From an optimization exercise on the open Yosys and OpenROAD flow, aimed at small area, a short achievable clock period and few clock cycles per item; shortcuts taken in it are not production practice.
Only simulation tests tie the RTL to the original design; equivalence was not proved.

Setup of JK:
// alu_arbiter
module alu_arbiter
#(
  parameter int unsigned RR_INIT = 0
) (
  input  logic              clk,
  input  logic              resetn,
  input  logic              req0_valid,
  output logic              req0_ready,
  input  logic [DATA_W-1:0] req0_op1,
  input  logic [DATA_W-1:0] req0_op2,
  input  logic [OP_W-1:0]   req0_alu_op,
  input  logic              req1_valid,
  output logic              req1_ready,
  input  logic [DATA_W-1:0] req1_op1,
  input  logic [DATA_W-1:0] req1_op2,
  input  logic [OP_W-1:0]   req1_alu_op,
  output logic              rsp0_valid,
  input  logic              rsp0_ready,
  output logic              rsp1_valid,
  input  logic              rsp1_ready,
  output logic [DATA_W-1:0] rsp_result,
  output logic              rsp_zero,
  output logic              rsp_ovf,
  output logic              rsp_err,
  output logic              busy
);
  localparam int unsigned CNT_W = MUL_CNT_W;
  logic              busy_q;
  logic              mul_q;     
  logic [CNT_W-1:0]  cnt_q;
  logic              gid;
  logic              last;
  logic [DATA_W-1:0] res_q;     
  logic              ovf_q;
  logic              err_q;
  logic              s_mul_q;   
  logic [DATA_W-1:0] a_q;       
  logic [DATA_W-1:0] hi_q;      
  logic              prev_q;    
  logic              grant_c;
  logic              hs_c;
  logic              take_c;
  logic [DATA_W-1:0] a_in, b_in;
  logic [OP_W-1:0]   op_in;
  logic [DATA_W-1:0] alu_result_c;
  logic              alu_ovf_c, alu_err_c;
  logic [DATA_W+MUL_K-1:0] acc_c;
  always_comb begin
    grant_c    = (req0_valid && req1_valid) ? ~last : req1_valid;
    req0_ready = resetn && !busy_q && req0_valid && !grant_c;
    req1_ready = resetn && !busy_q && req1_valid && grant_c;
    hs_c       = req0_ready || req1_ready;
  ...
clock: 11.5 ns
lec_check: 0
abc_area: 1
cap_margin: 20
core_margin: 2
core_utilization: 60
setup_slack_margin: 5
slew_margin: 20
tns_end_percent: 0
standard.sh (not shown) runs the stock make flow with config.mk's settings and CLKGATE_MAP_FILE= SYNTH_SCRIPT=/design/flow/synth_recipe.tcl, a recipe that flattens the netlist after the stock synthesis.
==> flow/flow/run.sh <==
#!/bin/bash
# The standard layout (standard.sh: ORFS from synthesis to the final layout), with two
# changes to how timing repair works; the SDC, clock period and everything else are unchanged:
#  - every port still gets its own buffer, but the smallest one (buf_1); repair resizes those on
#    critical paths.
# make's full output goes to flow_make.log; ORFS keeps each step's log under orfs/logs/.
set -euo pipefail
cd "$(dirname "$0")/.."
MARGIN=$(cat flow/margin.txt)
sed -E "s/ 'SETUP_SLACK_MARGIN=[^']*'//; s/ SETUP_SLACK_MARGIN=[^ ]+//; s/(make -C [^ ]+ )/\1SETUP_SLACK_MARGIN=${MARGIN} 'BUFFER_PORTS_ARGS=-buffer_cell sky130_fd_sc_hd__buf_1' /" standard.sh > standard_margin.sh
grep -q "SETUP_SLACK_MARGIN=${MARGIN} 'BUFFER_PORTS_ARGS" standard_margin.sh
bash standard_margin.sh > flow_make.log 2>&1
==> flow/flow/margin.txt <==
6.3
Every stage of the flow completed for JK, and the final layout passed the timing, DRC and antenna checks.
Testbench counts of JK, summed over its fixed seeds: cycles 8,544, items 3,200.
diff inputs: JK => MS
# JK
export LEC_CHECK = 0
export ABC_AREA = 1
export CAP_MARGIN = 20
export CORE_MARGIN = 2
export CORE_UTILIZATION = 60
export SETUP_SLACK_MARGIN = 5
export SLEW_MARGIN = 20
export TNS_END_PERCENT = 0
create_clock -name core_clock -period 11.5 [get_ports {clk}]
# MS
export LEC_CHECK = 0
export ABC_AREA = 1
export CAP_MARGIN = 20
export CORE_MARGIN = 2
export CORE_UTILIZATION = 45
export SETUP_SLACK_MARGIN = 5
export SLEW_MARGIN = 20
create_clock -name core_clock -period 11.5 [get_ports {clk}]
==> flow/run.sh (new file) <==
#!/bin/bash
# synth_recipe.tcl (not shown) runs the flow's synth.tcl, then flattens the netlist and writes it again
# the make line also repeats each setting of config.mk as NAME=value (left out here)
make -C /OpenROAD-flow-scripts/flow DESIGN_CONFIG=/design/flow/config.mk WORK_HOME=/design/flow/orfs CLKGATE_MAP_FILE= SYNTH_SCRIPT=/design/flow/synth_recipe.tcl finish
removed: flow/flow/run.sh
removed: flow/flow/margin.txt
removed: flow/standard.sh
## What came out
Comparing register share of the cell area for JK and MS, the smaller number came from MS.
Changes observed in MS relative to JK: layout buffering overhead excluding clock cells saw an increase; via count of the first global-routing pass went down by about 4%; cell total after placement higher; wire length went up by 0.82%.
For AL, these inputs were changed with respect to MS:
# MS
export LEC_CHECK = 0
export ABC_AREA = 1
export CAP_MARGIN = 20
export CORE_MARGIN = 2
export CORE_UTILIZATION = 45
export SETUP_SLACK_MARGIN = 5
export SLEW_MARGIN = 20
create_clock -name core_clock -period 11.5 [get_ports {clk}]
# AL
export LEC_CHECK = 0
export ABC_AREA = 1
export CAP_MARGIN = 20
export CORE_MARGIN = 2
export CORE_UTILIZATION = 45
export SETUP_SLACK_MARGIN = 5
export SLEW_MARGIN = 20
export TNS_END_PERCENT = 0
create_clock -name core_clock -period 11.5 [get_ports {clk}]
==> flow/flow/run.sh (new file) <==
#!/bin/bash
# The standard layout (standard.sh: ORFS from synthesis to the final layout), with two
# changes to how timing repair works; the SDC, clock period and everything else are unchanged:
#  - every port still gets its own buffer, but the smallest one (buf_1); repair resizes those on
#    critical paths.
# make's full output goes to flow_make.log; ORFS keeps each step's log under orfs/logs/.
set -euo pipefail
cd "$(dirname "$0")/.."
MARGIN=$(cat flow/margin.txt)
sed -E "s/ 'SETUP_SLACK_MARGIN=[^']*'//; s/ SETUP_SLACK_MARGIN=[^ ]+//; s/(make -C [^ ]+ )/\1SETUP_SLACK_MARGIN=${MARGIN} 'BUFFER_PORTS_ARGS=-buffer_cell sky130_fd_sc_hd__buf_1' /" standard.sh > standard_margin.sh
grep -q "SETUP_SLACK_MARGIN=${MARGIN} 'BUFFER_PORTS_ARGS" standard_margin.sh
bash standard_margin.sh > flow_make.log 2>&1
==> flow/flow/margin.txt (new file) <==
6.7
==> flow/standard.sh (new file) <==
#!/bin/bash
# synth_recipe.tcl (not shown) runs the flow's synth.tcl, then flattens the netlist and writes it again
# the make line also repeats each setting of config.mk as NAME=value (left out here)
make -C /OpenROAD-flow-scripts/flow DESIGN_CONFIG=/design/flow/config.mk WORK_HOME=/design/flow/orfs CLKGATE_MAP_FILE= SYNTH_SCRIPT=/design/flow/synth_recipe.tcl "${@:-finish}"
removed: flow/run.sh
--- outcome ---
AL ended with every stage complete and zero timing, DRC or antenna violations.
Longest individual stage delay on the worst path: AL vs MS up 0.03 ns
Violation count after the first detailed-routing iteration: AL > MS
NOTE number of vias per cell after detailed routing MS->AL increased by a few percent
Setup slack in AL is larger than in MS.
AL vs MS, instance count: AL higher
Summary of AL over MS: via count of the first global-routing pass +2.1%, non-clock buffer count +41.
[inputs] TR vs AL
==> flow/flow/margin.txt <==
5.7
==> comparison <==
- Looking at the reports, TR completed the entire flow and the layout it produced met the timing, DRC and antenna checks.
- Looking only at first-pass GRT wire length, and setting everything else aside, the lower value of TR and AL goes to TR.
- Summary of the comparison: minimum clock period after layout is higher in TR, relative to AL.
- TR vs AL: total number of vias down

========
Starting RTL as in the previous note.
Settings: LEC_CHECK=0, ABC_AREA=1, CAP_MARGIN=20, CORE_MARGIN=2, CORE_UTILIZATION=45, SETUP_SLACK_MARGIN=5, SLEW_MARGIN=20, TNS_END_PERCENT=0; clock period 11.5 ns.
==> flow/flow/run.sh <==
#!/bin/bash
# The standard layout (standard.sh: ORFS from synthesis to the final layout), with two
# changes to how timing repair works; the SDC, clock period and everything else are unchanged:
#  - every port still gets its own buffer, but the smallest one (buf_1); repair resizes those on
#    critical paths.
# make's full output goes to flow_make.log; ORFS keeps each step's log under orfs/logs/.
set -euo pipefail
cd "$(dirname "$0")/.."
MARGIN=$(cat flow/margin.txt)
sed -E "s/ 'SETUP_SLACK_MARGIN=[^']*'//; s/ SETUP_SLACK_MARGIN=[^ ]+//; s/(make -C [^ ]+ )/\1SETUP_SLACK_MARGIN=${MARGIN} 'BUFFER_PORTS_ARGS=-buffer_cell sky130_fd_sc_hd__buf_1' /" standard.sh > standard_margin.sh
grep -q "SETUP_SLACK_MARGIN=${MARGIN} 'BUFFER_PORTS_ARGS" standard_margin.sh
bash standard_margin.sh > flow_make.log 2>&1
==> flow/flow/margin.txt <==
6.3
The baseline completed without violations.
Testbench counts at the start, summed over its fixed seeds: cycles 8,544, items 3,200.
==> next run, changes <==
==> flow/flow/run.sh (replaced) <==
#!/bin/bash
set -euo pipefail
cd "$(dirname "$0")/.."
MARGIN=$(cat flow/margin.txt)
sed -E "s/ 'SETUP_SLACK_MARGIN=[^']*'//; s/ SETUP_SLACK_MARGIN=[^ ]+//; s/(make -C [^ ]+ )/\1SETUP_SLACK_MARGIN=${MARGIN} /" standard.sh > standard_margin.sh
grep -q "SETUP_SLACK_MARGIN=${MARGIN}" standard_margin.sh
bash standard_margin.sh > flow_make.log 2>&1
Effect: Non-clock buffer count went up by 3. Worst setup slack loses 19 ps. Critical path depth falls by 10. Maximum frequency went down by 0.34%. Wire length rises by 2.7%. Area after synthesis does not change. Global-route usage is higher by 1.1 points.
==> next run, changes <==
==> flow/flow/run.sh (replaced) <==
#!/bin/bash
# The standard layout (standard.sh: ORFS from synthesis to the final layout), with two
# changes to how timing repair works; the SDC, clock period and everything else are unchanged:
#  - every port still gets its own buffer, but the smallest one (buf_1); repair resizes those on
#    critical paths.
# make's full output goes to flow_make.log; ORFS keeps each step's log under orfs/logs/.
set -euo pipefail
cd "$(dirname "$0")/.."
MARGIN=$(cat flow/margin.txt)
sed -E "s/ 'SETUP_SLACK_MARGIN=[^']*'//; s/ SETUP_SLACK_MARGIN=[^ ]+//; s/(make -C [^ ]+ )/\1SETUP_SLACK_MARGIN=${MARGIN} 'BUFFER_PORTS_ARGS=-buffer_cell sky130_fd_sc_hd__buf_1' /" standard.sh > standard_margin.sh
grep -q "SETUP_SLACK_MARGIN=${MARGIN} 'BUFFER_PORTS_ARGS" standard_margin.sh
bash standard_margin.sh > flow_make.log 2>&1
==> flow/flow/margin.txt (replaced) <==
6.0
Result: Sequential share of layout area rose by 1.5 points. Via count goes down by 1.3%. Setup slack got worse by 71 ps. Die area stays the same.

==> separate check: timing with driven ports <==
The results above use ideal ports. As a check the final layouts listed here were re-extracted and re-timed, cells and wires unchanged. Step 1 sets driving cells, clkbuf_16 on the clock port and buf_2 on the other inputs (assumed; they add their load-dependent delay and slew). Step 2 adds t to the input delays and takes it off the output delays; t is the mean of the earliest and latest rising clock arrival at the registers after step 1. Input paths then give back, and output paths get back, about the clock's delay inside the block. a / b / c = ideal / step 1 / step 2; a / b = the first two.
run | shift t [ns] | slack for setup (ns) | worst setup path after step 2 | worst slew at a driven data input, ns
JK | 0.423 | 6.056 / 6.018 / 5.660 | input to register | 0.06
MS | 0.417 | 5.281 / 5.308 / 4.891 | input to register | 0.07
AL | 0.415 | 6.117 / 6.071 / 5.716 | input to register | 0.07
TR | 0.420 | 5.583 / 5.617 / 5.197 | input to register | 0.07
the first run of note 2 | 0.414 | 6.112 / 6.062 / 5.703 | input to register | 0.08
the second run of note 2 | 0.428 | 6.093 / 6.049 / 5.671 | input to register | 0.08
the third run of note 2 | 0.421 | 6.022 / 6.000 / 5.630 | input to register | 0.08
After both steps every run listed still meets setup and hold. The setup slack of the second run of note 2, which loses most, moves by -0.044 ns with the drivers and by -0.422 ns with both steps.
